This is an optimization exercise on Yosys and OpenROAD, whose aim is small area, a short achievable clock period and few clock cycles per item, not a production implementation. RTL that was checked went through simulation tests only; none was proved equivalent to the original.

==> inputs of 09-26 <==
// fft_top
module fft_top (
	input  logic             i_clk,
	input  logic             i_arst_n,
	input  logic             i_in_valid,
	output logic             o_in_ready,
	input  fft_pkg::sample_t i_in_re,
	input  fft_pkg::sample_t i_in_im,
	output logic             o_out_valid,
	input  logic             i_out_ready,
	output fft_pkg::sample_t o_out_re,
	output fft_pkg::sample_t o_out_im,
	output logic             o_out_last
);
==> module fft_top, before the edit <==
module fft_top (
	input  logic             i_clk,
	input  logic             i_arst_n,
	input  logic             i_in_valid,
	output logic             o_in_ready,
	input  fft_pkg::sample_t i_in_re,
	input  fft_pkg::sample_t i_in_im,
	output logic             o_out_valid,
	input  logic             i_out_ready,
	output fft_pkg::sample_t o_out_re,
	output fft_pkg::sample_t o_out_im,
	output logic             o_out_last
);
	localparam fft_pkg::addr_t LAST = fft_pkg::addr_t'(16 - 1);
	localparam fft_pkg::addr_t LB   = fft_pkg::addr_t'(fft_pkg::LAT_B);
	fft_pkg::addr_t wcnt;
	logic           wpar;
	logic           avail;      
	logic           in_rdy;
	fft_pkg::addr_t pos;        
	logic           rpar;
	logic           adv;        
	logic [2:0]     sc;         
	logic           cur_data;   
	logic           ft_a, ft_b, ft_c;  
	logic           skid_full_next;
	fft_pkg::addr_t ra_n;       
	logic [16-1:0] rsel, rsel_n;  
	logic           take, wdone, boundary, data_now, rdone, start;
	logic           push;
	fft_pkg::addr_t wcnt_n, pos_n;
	logic           wpar_n, rpar_n, avail_n, cur_data_n;
	logic           ft_a_n, ft_b_n, ft_c_n;
	logic [2:0]     sc_n;
	logic           active_n, adv_n, reading_n, in_rdy_n, empty;
	logic           av0, av1, adv0, adv1, rdy0, rdy1;
	fft_pkg::addr_t wa_n;
	logic [16-1:0] wsel, wsel_n;  
	logic           ev, ev_n, ex_last, ex_last_n;
	always_comb begin
		take     = i_in_valid & in_rdy;
		wdone    = take & (wcnt == LAST);
		boundary = (pos == '0);
		data_now = boundary ? avail : cur_data;
		rdone    = adv & data_now & (pos == LAST);
		start    = adv & boundary;
		wcnt_n     = wcnt + fft_pkg::addr_t'(take);
		wpar_n     = wpar ^ wdone;
		rpar_n     = rpar ^ rdone;
		avail_n    = wdone | (avail & ~rdone);
		pos_n      = pos + fft_pkg::addr_t'(adv);
		cur_data_n = start ? avail : cur_data;
		ft_a_n     = start ? avail : ft_a;
		ft_b_n     = start ? ft_a  : ft_b;
		ft_c_n     = start ? ft_b  : ft_c;
		push = adv & ev;
		if (pos_n == '0 || pos_n >= LB) begin
			ev_n = ft_b_n;
		end else begin
			ev_n = ft_c_n;
		end
		ex_last_n = ((pos_n - LB) == LAST);
		empty = boundary & ~ft_a & ~ft_b;
		if (adv || empty) begin
			sc_n = '0;
		end else begin
			sc_n = sc + 3'd1;
		end
		reading_n = (pos_n == '0) ? av0 : cur_data_n;
		av0  = avail & ~rdone;
		av1  = (wcnt == LAST) | av0;
		adv0 = ((pos_n != '0) | av0 | ft_a_n | ft_b_n) & ~skid_full_next & (sc_n == '0);
		adv1 = ((pos_n != '0) | av1 | ft_a_n | ft_b_n) & ~skid_full_next & (sc_n == '0);
		rdy0 = ~av0 | (reading_n & ((pos_n > wcnt) | ((pos_n == wcnt) & adv0)));
		rdy1 = ~av1 | (((pos_n == '0) ? av1 : cur_data_n)
			& ((pos_n > (wcnt + 4'd1)) | ((pos_n == (wcnt + 4'd1)) & adv1)));
		adv_n    = take ? adv1 : adv0;
		in_rdy_n = take ? rdy1 : rdy0;
		for (int i = 0; i < 4; i++) begin
			ra_n[i] = rpar_n ? pos_n[i] : pos_n[4-1-i];
			wa_n[i] = wpar_n ? wcnt_n[4-1-i] : wcnt_n[i];
		end
		for (int i = 0; i < 16; i++) begin
			wsel_n[i] = (wa_n == fft_pkg::addr_t'(i));
			rsel_n[i] = (ra_n == fft_pkg::addr_t'(i));
		end
	end
	always_ff @(posedge i_clk or negedge i_arst_n) begin
		if (!i_arst_n) begin
			wcnt     <= '0;
			wpar     <= 1'b0;
			rpar     <= 1'b0;
			avail    <= 1'b0;
			pos      <= '0;
			cur_data <= 1'b0;
			ft_a     <= 1'b0;
			ft_b     <= 1'b0;
			ft_c     <= 1'b0;
			sc       <= '0;
			adv      <= 1'b0;
			in_rdy   <= 1'b0;
			rsel     <= 16'(1);
			wsel     <= 16'(1);
			ev       <= 1'b0;
			ex_last  <= 1'b0;
		end else begin
			wcnt     <= wcnt_n;
			wpar     <= wpar_n;
			rpar     <= rpar_n;
			avail    <= avail_n;
			pos      <= pos_n;
			cur_data <= cur_data_n;
			ft_a     <= ft_a_n;
			ft_b     <= ft_b_n;
			ft_c     <= ft_c_n;
			sc       <= sc_n;
			adv      <= adv_n;
			in_rdy   <= in_rdy_n;
			rsel     <= rsel_n;
			wsel     <= wsel_n;
			ev       <= ev_n;
			ex_last  <= ex_last_n;
		end
	end
	assign o_in_ready = in_rdy;
	fft_pkg::cpx_t rd_data, pipe_out;
	fft_loader u_loader (
		.i_clk    (i_clk),
		.i_wr_en  (take),
		.i_wr_sel (wsel),
		.i_in_re  (i_in_re),
		.i_in_im  (i_in_im),
		.i_rd_sel (rsel),
		.o_rd_data(rd_data)
	);
	fft_engine u_engine (
		.i_clk (i_clk),
		.i_adv (adv),
		.i_pos_n (pos_n),
		.i_x   (rd_data),
		.o_y   (pipe_out)
	);
	fft_unloader u_unloader (
		.i_clk            (i_clk),
		.i_arst_n         (i_arst_n),
		.i_push           (push),
		.i_data           (pipe_out),
		.i_last           (ex_last),
		.o_skid_full_next (skid_full_next),
		.o_out_valid      (o_out_valid),
		.i_out_ready      (i_out_ready),
		.o_out_re         (o_out_re),
		.o_out_im         (o_out_im),
		.o_out_last       (o_out_last)
	);
endmodule
==> flow/config.mk <==
export PLATFORM = sky130hd
export DESIGN_NAME = fft_top
export DESIGN_NICKNAME = fft_top
export VERILOG_FILES = /design/flow/design.v
export SDC_FILE = /design/flow/constraint.sdc
export NUM_CORES = 4
export LEC_CHECK = 0
export CAP_MARGIN = 20
export CORE_MARGIN = 2
export CORE_UTILIZATION = 60
export SLEW_MARGIN = 20
==> flow/constraint.sdc <==
create_clock -name core_clock -period 13.5 [get_ports {i_clk}]
set_input_delay 2.7000 -clock core_clock [delete_from_list [all_inputs] [get_ports {i_clk}]]
set_output_delay 2.7000 -clock core_clock [all_outputs]
set_load 0.01 [all_outputs]
standard.sh (not shown) runs the stock make flow with config.mk's settings and CLKGATE_MAP_FILE= SYNTH_SCRIPT=/design/flow/synth_recipe.tcl, a recipe that flattens the netlist after the stock synthesis.
==> flow/flow/run.sh <==
#!/bin/bash
# Standard layout, with the timing repair aiming for more setup slack than
# the clock period needs.
set -e
cd "$(dirname "$0")/.."
export SETUP_SLACK_MARGIN=9.2
bash standard.sh > standard.log 2>&1
==> 02-12 (differences from 09-26) <==
--- a/flow/design.v
+++ b/flow/design.v
@@ -15,27 +15,22 @@
 	input  logic             i_clk,
 	input  logic             i_wr_en,
 	input  logic [16-1:0] i_wr_sel,
 	input  fft_pkg::sample_t i_in_re,
 	input  fft_pkg::sample_t i_in_im,
-	input  logic [16-1:0] i_rd_sel,
+	input  fft_pkg::addr_t   i_rd_addr,
 	output fft_pkg::cpx_t    o_rd_data
 );
 	logic [2*16-1:0] bank [0:16-1];
 	always_ff @(posedge i_clk) begin
 		for (int i = 0; i < 16; i++) begin
 			if (i_wr_en && i_wr_sel[i]) begin
 				bank[i] <= {i_in_re, i_in_im};
 			end
 		end
 	end
-	always_comb begin
-		o_rd_data = '0;
-		for (int i = 0; i < 16; i++) begin
-			o_rd_data = o_rd_data | (bank[i] & {2*16{i_rd_sel[i]}});
-		end
-	end
+	assign o_rd_data = bank[i_rd_addr];
 endmodule
 `default_nettype wire
 `default_nettype none
 module fft_add #(
 	parameter int W = 16
@@ -128,39 +123,20 @@
 	logic [W-1:0] m;
 	assign o_s = i_a ^ i_b ^ i_c;
 	assign m   = (i_a & i_b) | (i_a & i_c) | (i_b & i_c);
 	assign o_c = {m[W-2:0], 1'b0};
 endmodule
-module fft_mulw2 (
-	input  fft_pkg::cpx_t i_x,
-	output logic [23:0]   o_s_re,
-	output logic [23:0]   o_c_re,
-	output logic [23:0]   o_s_im,
-	output logic [23:0]   o_c_im
+module fft_mul181 (
+	input  logic [16:0] i_a,
+	output logic [23:0] o_s,
+	output logic [23:0] o_c
 );
-	logic [23:0] u, v;
-	logic [23:0] as1, ac1, as2, ac2, as3, ac3, as4, ac4, as5, ac5, as6, ac6, as7, ac7;
-	logic [23:0] bs1, bc1, bs2, bc2, bs3, bc3, bs4, bc4, bs5, bc5, bs6, bc6, bs7, bc7, bs8, bc8;
-	assign u = {{8{i_x.re[16-1]}}, i_x.re};
-	assign v = {{8{i_x.im[16-1]}}, i_x.im};
-	fft_csa u_a1 (.i_a(u << 7),  .i_b(u << 5),  .i_c(u << 4),  .o_s(as1), .o_c(ac1));
-	fft_csa u_a2 (.i_a(u << 2),  .i_b(u),       .i_c(v << 7),  .o_s(as2), .o_c(ac2));
-	fft_csa u_a3 (.i_a(v << 5),  .i_b(v << 4),  .i_c(v << 2),  .o_s(as3), .o_c(ac3));
-	fft_csa u_a4 (.i_a(as1),     .i_b(ac1),     .i_c(as2),     .o_s(as4), .o_c(ac4));
-	fft_csa u_a5 (.i_a(ac2),     .i_b(as3),     .i_c(ac3),     .o_s(as5), .o_c(ac5));
-	fft_csa u_a6 (.i_a(as4),     .i_b(ac4),     .i_c(v),       .o_s(as6), .o_c(ac6));
-	fft_csa u_a7 (.i_a(as5),     .i_b(ac5),     .i_c(as6),     .o_s(as7), .o_c(ac7));
-	fft_csa u_a8 (.i_a(as7),     .i_b(ac7),     .i_c(ac6),     .o_s(o_s_re), .o_c(o_c_re));
-	fft_csa u_b1 (.i_a(v << 7),     .i_b(v << 5),     .i_c(v << 4),     .o_s(bs1), .o_c(bc1));
-	fft_csa u_b2 (.i_a(v << 2),     .i_b(v),          .i_c(~(u << 7)),  .o_s(bs2), .o_c(bc2));
-	fft_csa u_b3 (.i_a(~(u << 5)),  .i_b(~(u << 4)),  .i_c(~(u << 2)),  .o_s(bs3), .o_c(bc3));
-	fft_csa u_b4 (.i_a(bs1),        .i_b(bc1),        .i_c(bs2),        .o_s(bs4), .o_c(bc4));
-	fft_csa u_b5 (.i_a(bc2),        .i_b(bs3),        .i_c(bc3),        .o_s(bs5), .o_c(bc5));
-	fft_csa u_b6 (.i_a(bs4),        .i_b(bc4),        .i_c(~u),         .o_s(bs6), .o_c(bc6));
-	fft_csa u_b7 (.i_a(bs5),        .i_b(bc5),        .i_c(24'd5),      .o_s(bs7), .o_c(bc7));
-	fft_csa u_b8 (.i_a(bs6),        .i_b(bc6),        .i_c(bs7),        .o_s(bs8), .o_c(bc8));
-	fft_csa u_b9 (.i_a(bs8),        .i_b(bc8),        .i_c(bc7),        .o_s(o_s_im), .o_c(o_c_im));
+	logic [23:0] a, s1, c1, s2, c2;
+	assign a = {{7{i_a[16]}}, i_a};
+	fft_csa u_c1 (.i_a(a << 7), .i_b(a << 5), .i_c(a << 4), .o_s(s1), .o_c(c1));
+	fft_csa u_c2 (.i_a(s1),     .i_b(c1),     .i_c(a << 2), .o_s(s2), .o_c(c2));
+	fft_csa u_c3 (.i_a(s2),     .i_b(c2),     .i_c(a),      .o_s(o_s), .o_c(o_c));
 endmodule
 module fft_mulw1 (
 	input  fft_pkg::cpx_t i_x,
 	output logic [23:0]   o_s_re,
 	output logic [23:0]   o_c_re,
@@ -220,37 +196,35 @@
 	input  fft_pkg::addr_t i_pos_n,
 	input  fft_pkg::cpx_t  i_x,
 	output fft_pkg::cpx_t  o_y
 );
 	fft_pkg::addr_t p0, p1, pm2, p2, pm3, p3;
-	logic hi0, hi1, rot1, mul2, hi2, rot2, use3, sel3_x, sel3_w1, hi3, rot3, kk3;
+	logic hi0, hi1, rot1, mul2, hi2, rot2, use3, sel3_x, sel3_w1, swap3, hi3, rot3, kk3;
 	always_comb begin
 		p0  = i_pos_n;
 		p1  = i_pos_n - fft_pkg::addr_t'(2);
 		pm2 = i_pos_n - fft_pkg::addr_t'(5);
 		p2  = i_pos_n - fft_pkg::addr_t'(7);
 		pm3 = i_pos_n - fft_pkg::addr_t'(13);
 		p3  = i_pos_n - fft_pkg::addr_t'(15);
 	end
-	logic use3_d, swap3_d;
-	assign use3_d  = pm3[3] & (pm3[1:0] == 2'd2);
-	assign swap3_d = pm3[3] & (pm3[1:0] == 2'd3);
 	always_ff @(posedge i_clk) begin
 		hi0     <= p0[0];
 		hi1     <= p1[1];
 		rot1    <= p1[0];
 		mul2    <= pm2[2] & pm2[0];
 		hi2     <= p2[2];
 		rot2    <= p2[1];
-		use3    <= use3_d;
+		use3    <= pm3[3] & (pm3[1:0] == 2'd2);
 		sel3_x  <= ~pm3[3] | (pm3[1:0] == 2'd0);
 		sel3_w1 <= pm3[3] & pm3[0];
+		swap3   <= pm3[3] & (pm3[1:0] == 2'd3);
 		hi3     <= p3[3];
 		rot3    <= p3[2];
 		kk3     <= (p3[1:0] == 2'd3);
 	end
-	fft_pkg::cpx_t s0_out, r1, s1_out, r2, r2m, s2_out, r3a, r3_d, r3, r3m;
+	fft_pkg::cpx_t s0_out, r1, s1_out, r2, r2m, s2_out, r3a, r3, r3m;
 	logic          nz2, nz3_re, nz3_im;
 	fft_butterfly #(.D(1)) u_s0 (
 		.i_clk (i_clk), .i_adv (i_adv),
 		.i_hi (hi0), .i_swap (1'b0), .i_neg_re (1'b0), .i_neg_im (1'b0),
 		.i_nz_re (1'b0), .i_nz_im (1'b0),
@@ -263,19 +237,31 @@
 		.i_clk (i_clk), .i_adv (i_adv),
 		.i_hi (hi1), .i_swap (rot1), .i_neg_re (1'b0), .i_neg_im (rot1),
 		.i_nz_re (1'b0), .i_nz_im (1'b0),
 		.i_y (r1), .o_out (s1_out)
 	);
-	fft_pkg::cpx_t wx;
+	logic [16:0] a2_d, b2_d, a2, b2;
+	fft_add #(.W(17)) u_a2 (
+		.i_a ({s1_out.re[16-1], s1_out.re}),
+		.i_b ({s1_out.im[16-1], s1_out.im}), .i_c (1'b0), .o_s (a2_d));
+	fft_add #(.W(17)) u_b2 (
+		.i_a ({s1_out.im[16-1], s1_out.im}),
+		.i_b (~{s1_out.re[16-1], s1_out.re}), .i_c (1'b1), .o_s (b2_d));
 	always_ff @(posedge i_clk) begin
 		if (i_adv) begin
 			r2 <= s1_out;
-			wx <= use3_d ? r3_d : s1_out;
+			a2 <= a2_d;
+			b2 <= b2_d;
 		end
 	end
+	logic [16:0]   wa, wb;
 	logic [23:0]   w2_s_re, w2_c_re, w2_s_im, w2_c_im;
-	fft_mulw2 u_w2 (.i_x (wx), .o_s_re (w2_s_re), .o_c_re (w2_c_re), .o_s_im (w2_s_im), .o_c_im (w2_c_im));
+	logic [16:0]   a3, b3;
+	assign wa = use3 ? a3 : a2;
+	assign wb = use3 ? b3 : b2;
+	fft_mul181 u_w2re (.i_a (wa), .o_s (w2_s_re), .o_c (w2_c_re));
+	fft_mul181 u_w2im (.i_a (wb), .o_s (w2_s_im), .o_c (w2_c_im));
 	logic [23:0]   cs2_s_re, cs2_c_re, cs2_s_im, cs2_c_im;
 	fft_pkg::cpx_t y2;
 	logic          nz2_d, nz2_im_unused;
 	always_ff @(posedge i_clk) begin
 		if (i_adv) begin
@@ -304,25 +290,35 @@
 		.i_clk (i_clk), .i_adv (i_adv),
 		.i_hi (hi2), .i_swap (rot2), .i_neg_re (1'b0), .i_neg_im (rot2),
 		.i_nz_re (nz2), .i_nz_im (1'b0),
 		.i_y (r2m), .o_out (s2_out)
 	);
-	always_comb begin
-		r3_d.re = swap3_d ? r3a.im : r3a.re;
-		r3_d.im = swap3_d ? r3a.re : r3a.im;
-	end
+	logic [16:0] a3_d, b3_d;
+	fft_add #(.W(17)) u_a3 (
+		.i_a ({r3a.re[16-1], r3a.re}),
+		.i_b ({r3a.im[16-1], r3a.im}), .i_c (1'b0), .o_s (a3_d));
+	fft_add #(.W(17)) u_b3 (
+		.i_a ({r3a.im[16-1], r3a.im}),
+		.i_b (~{r3a.re[16-1], r3a.re}), .i_c (1'b1), .o_s (b3_d));
 	always_ff @(posedge i_clk) begin
 		if (i_adv) begin
 			r3a <= s2_out;
-			r3  <= r3_d;
+			r3  <= r3a;
+			a3  <= a3_d;
+			b3  <= b3_d;
 		end
 	end
+	fft_pkg::cpx_t x3;
 	logic [23:0]   w1_s_re, w1_c_re, w1_s_im, w1_c_im;
 	logic [23:0]   cs3_s_re, cs3_c_re, cs3_s_im, cs3_c_im;
 	fft_pkg::cpx_t y3;
 	logic          nz3_re_d, nz3_im_d;
-	fft_mulw1 u_w1 (.i_x (r3), .o_s_re (w1_s_re), .o_c_re (w1_c_re), .o_s_im (w1_s_im), .o_c_im (w1_c_im));
+	always_comb begin
+		x3.re = swap3 ? r3.im : r3.re;
+		x3.im = swap3 ? r3.re : r3.im;
+	end
+	fft_mulw1 u_w1 (.i_x (x3), .o_s_re (w1_s_re), .o_c_re (w1_c_re), .o_s_im (w1_s_im), .o_c_im (w1_c_im));
 	always_ff @(posedge i_clk) begin
 		if (i_adv) begin
 			if (sel3_x) begin
 				cs3_s_re <= {r3.re, 8'd0};
 				cs3_c_re <= '0;
@@ -442,12 +438,11 @@
 	logic           adv;        
 	logic [2:0]     sc;         
 	logic           cur_data;   
 	logic           ft_a, ft_b, ft_c;  
 	logic           skid_full_next;
-	fft_pkg::addr_t ra_n;       
-	logic [16-1:0] rsel, rsel_n;  
+	fft_pkg::addr_t ra, ra_n;   
 	logic           take, wdone, boundary, data_now, rdone, start;
 	logic           push;
 	fft_pkg::addr_t wcnt_n, pos_n;
 	logic           wpar_n, rpar_n, avail_n, cur_data_n;
 	logic           ft_a_n, ft_b_n, ft_c_n;
@@ -500,11 +495,10 @@
 			ra_n[i] = rpar_n ? pos_n[i] : pos_n[4-1-i];
 			wa_n[i] = wpar_n ? wcnt_n[4-1-i] : wcnt_n[i];
 		end
 		for (int i = 0; i < 16; i++) begin
 			wsel_n[i] = (wa_n == fft_pkg::addr_t'(i));
-			rsel_n[i] = (ra_n == fft_pkg::addr_t'(i));
 		end
 	end
 	always_ff @(posedge i_clk or negedge i_arst_n) begin
 		if (!i_arst_n) begin
 			wcnt     <= '0;
@@ -517,11 +511,11 @@
 			ft_b     <= 1'b0;
 			ft_c     <= 1'b0;
 			sc       <= '0;
 			adv      <= 1'b0;
 			in_rdy   <= 1'b0;
-			rsel     <= 16'(1);
+			ra       <= '0;
 			wsel     <= 16'(1);
 			ev       <= 1'b0;
 			ex_last  <= 1'b0;
 		end else begin
 			wcnt     <= wcnt_n;
@@ -534,11 +528,11 @@
 			ft_b     <= ft_b_n;
 			ft_c     <= ft_c_n;
 			sc       <= sc_n;
 			adv      <= adv_n;
 			in_rdy   <= in_rdy_n;
-			rsel     <= rsel_n;
+			ra       <= ra_n;
 			wsel     <= wsel_n;
 			ev       <= ev_n;
 			ex_last  <= ex_last_n;
 		end
 	end
@@ -548,11 +542,11 @@
 		.i_clk    (i_clk),
 		.i_wr_en  (take),
 		.i_wr_sel (wsel),
 		.i_in_re  (i_in_re),
 		.i_in_im  (i_in_im),
-		.i_rd_sel (rsel),
+		.i_rd_addr(ra),
 		.o_rd_data(rd_data)
 	);
 	fft_engine u_engine (
 		.i_clk (i_clk),
 		.i_adv (adv),
==> flow/flow/run.sh (replaced) <==
#!/bin/bash
# Standard layout, with the timing repair aiming for more setup slack than
# the clock period needs.
set -e
cd "$(dirname "$0")/.."
export SETUP_SLACK_MARGIN=9.5
bash standard.sh > standard.log 2>&1
- CORE_UTILIZATION: 60 -> 30
==> 11-01 (differences from 09-26) <==
--- a/flow/design.v
+++ b/flow/design.v
@@ -431,10 +431,11 @@
 	output fft_pkg::sample_t o_out_im,
 	output logic             o_out_last
 );
 	localparam fft_pkg::addr_t LAST = fft_pkg::addr_t'(16 - 1);
 	localparam fft_pkg::addr_t LB   = fft_pkg::addr_t'(fft_pkg::LAT_B);
+	localparam fft_pkg::addr_t EARLY = fft_pkg::addr_t'(10);
 	fft_pkg::addr_t wcnt;
 	logic           wpar;
 	logic           avail;      
 	logic           in_rdy;
 	fft_pkg::addr_t pos;        
@@ -444,11 +445,12 @@
 	logic           cur_data;   
 	logic           ft_a, ft_b, ft_c;  
 	logic           skid_full_next;
 	fft_pkg::addr_t ra_n;       
 	logic [16-1:0] rsel, rsel_n;  
-	logic           take, wdone, boundary, data_now, rdone, start;
+	logic           take, wdone, boundary, data_now, rdone, start, early, have;
+	fft_pkg::addr_t pos_rev;
 	logic           push;
 	fft_pkg::addr_t wcnt_n, pos_n;
 	logic           wpar_n, rpar_n, avail_n, cur_data_n;
 	logic           ft_a_n, ft_b_n, ft_c_n;
 	logic [2:0]     sc_n;
@@ -459,20 +461,25 @@
 	logic           ev, ev_n, ex_last, ex_last_n;
 	always_comb begin
 		take     = i_in_valid & in_rdy;
 		wdone    = take & (wcnt == LAST);
 		boundary = (pos == '0);
-		data_now = boundary ? avail : cur_data;
+		early = ~avail & (wcnt >= EARLY);
+		for (int i = 0; i < 4; i++) begin
+			pos_rev[i] = pos[4-1-i];
+		end
+		have     = avail | (wcnt > pos_rev);
+		data_now = (boundary ? (avail | early) : cur_data) & have;
 		rdone    = adv & data_now & (pos == LAST);
 		start    = adv & boundary;
 		wcnt_n     = wcnt + fft_pkg::addr_t'(take);
 		wpar_n     = wpar ^ wdone;
 		rpar_n     = rpar ^ rdone;
 		avail_n    = wdone | (avail & ~rdone);
 		pos_n      = pos + fft_pkg::addr_t'(adv);
-		cur_data_n = start ? avail : cur_data;
-		ft_a_n     = start ? avail : ft_a;
+		cur_data_n = adv ? data_now : cur_data;
+		ft_a_n     = cur_data_n;
 		ft_b_n     = start ? ft_a  : ft_b;
 		ft_c_n     = start ? ft_b  : ft_c;
 		push = adv & ev;
 		if (pos_n == '0 || pos_n >= LB) begin
 			ev_n = ft_b_n;
@@ -487,12 +494,14 @@
 			sc_n = sc + 3'd1;
 		end
 		reading_n = (pos_n == '0) ? av0 : cur_data_n;
 		av0  = avail & ~rdone;
 		av1  = (wcnt == LAST) | av0;
-		adv0 = ((pos_n != '0) | av0 | ft_a_n | ft_b_n) & ~skid_full_next & (sc_n == '0);
-		adv1 = ((pos_n != '0) | av1 | ft_a_n | ft_b_n) & ~skid_full_next & (sc_n == '0);
+		adv0 = ((pos_n != '0) | av0 | ft_a_n | ft_b_n | (wcnt >= EARLY))
+			& ~skid_full_next & (sc_n == '0);
+		adv1 = ((pos_n != '0) | av1 | ft_a_n | ft_b_n | ((wcnt + 4'd1) >= EARLY))
+			& ~skid_full_next & (sc_n == '0);
 		rdy0 = ~av0 | (reading_n & ((pos_n > wcnt) | ((pos_n == wcnt) & adv0)));
 		rdy1 = ~av1 | (((pos_n == '0) ? av1 : cur_data_n)
 			& ((pos_n > (wcnt + 4'd1)) | ((pos_n == (wcnt + 4'd1)) & adv1)));
 		adv_n    = take ? adv1 : adv0;
 		in_rdy_n = take ? rdy1 : rdy0;
==> flow/flow/run.sh (replaced) <==
#!/bin/bash
# Standard layout, with the timing repair aiming for more setup slack than
# the clock period needs.
set -e
cd "$(dirname "$0")/.."
export SETUP_SLACK_MARGIN=9.5
bash standard.sh > standard.log 2>&1
- ABC_AREA: default -> 1
- CORE_UTILIZATION: 60 -> 50
==> comparison <==
Via count: 11-01 is higher than 09-26 (about 14%).
Between 11-01 and 09-26, the lower clock-buffer cell count is in 09-26 (gap 7).
Against 02-12, the critical path depth of 11-01 is lower by 16.
Non-clock buffer count: 02-12 > 11-01 > 09-26.
Of 11-01 and 09-26, 09-26 has the higher sequential share of layout area (gap 1.7 points).
==> figures <==
| quantity | 09-26 | 02-12 | 11-01 |
|---|---|---|---|
| Status | finished clean | finished clean | finished clean |
| Startpoint of the lowest-slack register-to-register path | rsel[15] | u_engine.hi0 | u_engine.wx[4] |
| Via count of the routed design | 46,633 | 48,688 | 52,933 |
| Number of placed instances, taps included | 7,778 | 9,449 | 9,436 |
| Fraction of area in registers | 0.470 | 0.451 | 0.453 |
| DR WL met3 | 9460 um | 13,400 um | 11,700 um |
| PnR worst setup slack | 9280 ps | 9080 ps | 9400 ps |
| HP Start | u_engine.u_s3.ring[3][13] | u_engine.u_s3.ring[7][17] | u_engine.u_s3.ring[3][1] |
| Fmax | 237 MHz | 226 MHz | 244 MHz |
| Worst hold slack | 317 ps | 272 ps | 288 ps |
| Antenna violations before repair | 9 | 7 | 8 |
| Fill cell count | 9,602 | 24,270 | 13,267 |
| Utilization of the core after routing | 0.675 | 0.362 | 0.573 |
| Number of DRC markers in iteration 0 | 3,495 | 3,881 | 3,704 |
Testbench counts of 11-01, summed over its fixed seeds: cycles 1,296, frames 64.
Only the layout flow was run in 09-26 and 02-12; the RTL was not checked for function there.

## port drivers added, routing unchanged
The flow's constraints put no driver on any port. The routed layouts listed below were extracted and timed again, unchanged, in two steps.
Step 1, drivers: a clkbuf_16 drives i_clk and a buf_2 each remaining input, both assumed.
Step 2 moves the port delays by t, midway between the first and last clock arrival at a register: inputs arrive t later, outputs are due t later. That takes back most of the time a late clock gives input paths.
a / b / c = no drivers / after step 1 / after step 2; a / b = the first two.
| run | shift t [ns] | setup slack, ns | worst hold slack (ns) | latest minus earliest clock arrival (ns) | worst data-port slew with drivers (ns) |
|---|---|---|---|---|---|
| 09-26 | 0.857 | 9.278 / 9.204 / 8.775 | 0.317 / 0.317 / 0.317 | 0.060 / 0.061 | 0.12 |
| 02-12 | 0.903 | 9.077 / 9.077 / 8.959 | 0.272 / 0.272 / 0.272 | 0.097 / 0.097 | 0.14 |
| 11-01 | 0.887 | 9.397 / 9.314 / 8.777 | 0.288 / 0.288 / 0.288 | 0.072 / 0.071 | 0.10 |
After both steps setup and hold are still met in every run listed. The setup slack of 11-01, which loses most, moves by -0.083 ns with the drivers and by -0.620 ns with both steps.
